What follows belongs to an exercise in optimizing a design on an open flow for small area, a short achievable clock period and few clock cycles per item; a production flow would make more cautious choices.
Where RTL was checked, it was by simulation tests only, not by an equivalence proof against the original.

## v6
==> module gf256_to_comp, before the edit <==
module gf256_to_comp (
    input  wire [7:0] i_x,
    output wire [7:0] o_c
);
    assign o_c[0] = i_x[0] ^ i_x[1] ^ i_x[3] ^ i_x[5];
    assign o_c[1] = i_x[1] ^ i_x[4] ^ i_x[7];
    assign o_c[2] = i_x[7];
    assign o_c[3] = i_x[1] ^ i_x[6];
    assign o_c[4] = i_x[4] ^ i_x[7];
    assign o_c[5] = i_x[1] ^ i_x[3] ^ i_x[4];
    assign o_c[6] = i_x[2] ^ i_x[5] ^ i_x[6];
    assign o_c[7] = i_x[5];
endmodule
==> module gf256_from_comp, before the edit <==
module gf256_from_comp (
    input  wire [7:0] i_c,
    output wire [7:0] o_x
);
    assign o_x[0] = i_c[0] ^ i_c[2] ^ i_c[4] ^ i_c[5] ^ i_c[7];
    assign o_x[1] = i_c[1] ^ i_c[4];
    assign o_x[2] = i_c[1] ^ i_c[3] ^ i_c[4] ^ i_c[6] ^ i_c[7];
    assign o_x[3] = i_c[1] ^ i_c[2] ^ i_c[5];
    assign o_x[4] = i_c[2] ^ i_c[4];
    assign o_x[5] = i_c[7];
    assign o_x[6] = i_c[1] ^ i_c[3] ^ i_c[4];
    assign o_x[7] = i_c[2];
endmodule
==> module gf256_mul, before the edit <==
module gf256_mul (
    input  wire [7:0] i_a,
    input  wire [7:0] i_b,
    output wire [7:0] o_p
);
    logic [3:0] hh;
    logic [3:0] ll;
    logic [3:0] mm;
    logic [3:0] hl;
    gf16_mul u_hh (.i_a(i_a[7:4]), .i_b(i_b[7:4]), .o_p(hh));
    gf16_mul u_ll (.i_a(i_a[3:0]), .i_b(i_b[3:0]), .o_p(ll));
    gf16_mul u_mm (.i_a(i_a[7:4] ^ i_a[3:0]), .i_b(i_b[7:4] ^ i_b[3:0]), .o_p(mm));
    gf16_mul u_hl (.i_a(hh), .i_b(4'd15), .o_p(hl));
    assign o_p = {mm ^ ll, ll ^ hl};
endmodule
==> module gf256_inv_pre, before the edit <==
module gf256_inv_pre (
    input  wire [7:0] i_x,
    output wire [3:0] o_a1,
    output wire [3:0] o_s,      
    output wire [3:0] o_d
);
    logic [3:0] a1a0;
    logic [3:0] sq1;
    logic [3:0] sq0;
    logic [3:0] sq1l;
    gf16_mul u_m10 (.i_a(i_x[7:4]), .i_b(i_x[3:0]), .o_p(a1a0));
    gf16_mul u_sq1 (.i_a(i_x[7:4]), .i_b(i_x[7:4]), .o_p(sq1));
    gf16_mul u_sq0 (.i_a(i_x[3:0]), .i_b(i_x[3:0]), .o_p(sq0));
    gf16_mul u_lam (.i_a(sq1), .i_b(4'd15), .o_p(sq1l));
    assign o_a1 = i_x[7:4];
    assign o_s  = i_x[7:4] ^ i_x[3:0];
    assign o_d  = sq1l ^ a1a0 ^ sq0;
endmodule
export LEC_CHECK = 0
export CAP_MARGIN = 20
export CORE_MARGIN = 2
export CORE_UTILIZATION = 40
export SLEW_MARGIN = 20
create_clock -name core_clock -period 19.0 [get_ports {i_clock}]
standard.sh (not shown) runs the stock make flow with config.mk's settings and CLKGATE_MAP_FILE= SYNTH_SCRIPT=/design/flow/synth_recipe.tcl, a recipe that flattens the netlist after the stock synthesis.
==> flow/flow/run.sh <==
#!/bin/bash
# The standard layout (standard.sh), with one change: synthesis maps the logic
# with flow/abc.script in place of ORFS's abc_speed.script. Everything else in
# synthesis (register mapping, flattening, renaming) is synth_recipe.tcl as is.
set -euo pipefail
work=$(cd "$(dirname "$0")/.." && pwd)
cat > "$work/own_synth.tcl" <<TCL
# Yosys's abc with this flow's script; every other argument as ORFS gives it
proc abc {args} {
  set i [lsearch -exact \$args -script]
  if { \$i >= 0 } { lset args [expr { \$i + 1 }] {$work/flow/abc.script} }
  yosys abc {*}\$args
}
source {$work/synth_recipe.tcl}
TCL
bash "$work/standard.sh" SYNTH_SCRIPT="$work/own_synth.tcl" finish > "$work/flow_make.log" 2>&1
==> flow/flow/abc.script <==
strash
&get -n
&st
&dch
&nf -R 1000
&put
topo
stime -c
buffer -c
upsize -c
dnsize -c
Testbench counts of v6, summed over its fixed seeds: cycles 9,223, decodes 1,600.
### v6 -> v7
--- a/flow/design.v
+++ b/flow/design.v
@@ -1,31 +1,31 @@
 `default_nettype none
 module gf256_to_comp (
     input  wire [7:0] i_x,
     output wire [7:0] o_c
 );
-    assign o_c[0] = i_x[0] ^ i_x[1] ^ i_x[3] ^ i_x[5];
-    assign o_c[1] = i_x[1] ^ i_x[4] ^ i_x[7];
-    assign o_c[2] = i_x[7];
-    assign o_c[3] = i_x[1] ^ i_x[6];
+    assign o_c[0] = i_x[0] ^ i_x[1] ^ i_x[3];
+    assign o_c[1] = i_x[1] ^ i_x[5];
+    assign o_c[2] = i_x[1] ^ i_x[3] ^ i_x[4] ^ i_x[7];
+    assign o_c[3] = i_x[1] ^ i_x[2] ^ i_x[5];
     assign o_c[4] = i_x[4] ^ i_x[7];
     assign o_c[5] = i_x[1] ^ i_x[3] ^ i_x[4];
     assign o_c[6] = i_x[2] ^ i_x[5] ^ i_x[6];
     assign o_c[7] = i_x[5];
 endmodule
 module gf256_from_comp (
     input  wire [7:0] i_c,
     output wire [7:0] o_x
 );
-    assign o_x[0] = i_c[0] ^ i_c[2] ^ i_c[4] ^ i_c[5] ^ i_c[7];
-    assign o_x[1] = i_c[1] ^ i_c[4];
-    assign o_x[2] = i_c[1] ^ i_c[3] ^ i_c[4] ^ i_c[6] ^ i_c[7];
-    assign o_x[3] = i_c[1] ^ i_c[2] ^ i_c[5];
-    assign o_x[4] = i_c[2] ^ i_c[4];
+    assign o_x[0] = i_c[0] ^ i_c[2] ^ i_c[4];
+    assign o_x[1] = i_c[1] ^ i_c[7];
+    assign o_x[2] = i_c[1] ^ i_c[3];
+    assign o_x[3] = i_c[1] ^ i_c[2] ^ i_c[4] ^ i_c[7];
+    assign o_x[4] = i_c[2] ^ i_c[4] ^ i_c[5];
     assign o_x[5] = i_c[7];
-    assign o_x[6] = i_c[1] ^ i_c[3] ^ i_c[4];
-    assign o_x[7] = i_c[2];
+    assign o_x[6] = i_c[1] ^ i_c[3] ^ i_c[6] ^ i_c[7];
+    assign o_x[7] = i_c[2] ^ i_c[5];
 endmodule
 module gf16_mul (
     input  wire [3:0] i_a,
     input  wire [3:0] i_b,
     output wire [3:0] o_p
@@ -55,11 +55,11 @@
     logic [3:0] mm;
     logic [3:0] hl;
     gf16_mul u_hh (.i_a(i_a[7:4]), .i_b(i_b[7:4]), .o_p(hh));
     gf16_mul u_ll (.i_a(i_a[3:0]), .i_b(i_b[3:0]), .o_p(ll));
     gf16_mul u_mm (.i_a(i_a[7:4] ^ i_a[3:0]), .i_b(i_b[7:4] ^ i_b[3:0]), .o_p(mm));
-    gf16_mul u_hl (.i_a(hh), .i_b(4'd15), .o_p(hl));
+    gf16_mul u_hl (.i_a(hh), .i_b(4'd9), .o_p(hl));
     assign o_p = {mm ^ ll, ll ^ hl};
 endmodule
 module gf256_inv_pre (
     input  wire [7:0] i_x,
     output wire [3:0] o_a1,
@@ -71,11 +71,11 @@
     logic [3:0] sq0;
     logic [3:0] sq1l;
     gf16_mul u_m10 (.i_a(i_x[7:4]), .i_b(i_x[3:0]), .o_p(a1a0));
     gf16_mul u_sq1 (.i_a(i_x[7:4]), .i_b(i_x[7:4]), .o_p(sq1));
     gf16_mul u_sq0 (.i_a(i_x[3:0]), .i_b(i_x[3:0]), .o_p(sq0));
-    gf16_mul u_lam (.i_a(sq1), .i_b(4'd15), .o_p(sq1l));
+    gf16_mul u_lam (.i_a(sq1), .i_b(4'd9), .o_p(sq1l));
     assign o_a1 = i_x[7:4];
     assign o_s  = i_x[7:4] ^ i_x[3:0];
     assign o_d  = sq1l ^ a1a0 ^ sq0;
 endmodule
 module gf256_inv_post (
==> results.txt <==
- Relative to v6, sequential share of cell area has increased by 1.2 points in v7.
- Fill cell total of the finished layout in v7 is 4.8% lower than in v6
- The class of the most critical setup path comes out register to output pin in one run and primary input to register in the other, namely in v6 and v7 respectively.
- Delay of the slowest cell on the worst path delta for v7 relative to v6: 0.05 ns higher
- v6 vs v7, origin of the worst setup path: c_q[1][1] vs i_synd[4]
- Summary of v7 over v6: fraction of final layout cells with drive strength greater than 1 lost 3.7 points; number of combinational gates with multiple inputs lost 16.
- v7 vs v6: core area down by a few percent
- The higher count of vias placed by the detailed router of v6 and v7 is in v6.
Only the layout flow was run in v7; the RTL was not checked for function there.

what the ideal ports hide:
In the flow no input, the clock included, has a driving cell. The finished layouts below were timed again as built, in two steps.
Step 1 assumes that a clkbuf_16 drives the clock port and a buf_2 every other input.
Step 2 also shifts input and output timing later by t, the mid clock arrival at the registers, as if the neighbouring blocks saw the same clock.
Slacks: ideal / step 1 / step 2; pairs: ideal / step 1.
run | t (ns) | setup WS [ns] | worst setup path after step 2 | worst register clock-pin slew, ns | worst slew at a driven data input, ns
v6 | 0.405 | 12.954 / 12.909 / 12.639 | input to register | 0.09 / 0.09 | 0.05
v7 | 0.396 | 12.556 / 12.571 / 12.176 | input to register | 0.08 / 0.08 | 0.04
After both steps setup and hold are still met in every run listed. For v7, which loses most, drivers alone change the setup slack by +0.015 ns; drivers and shift together by -0.380 ns.
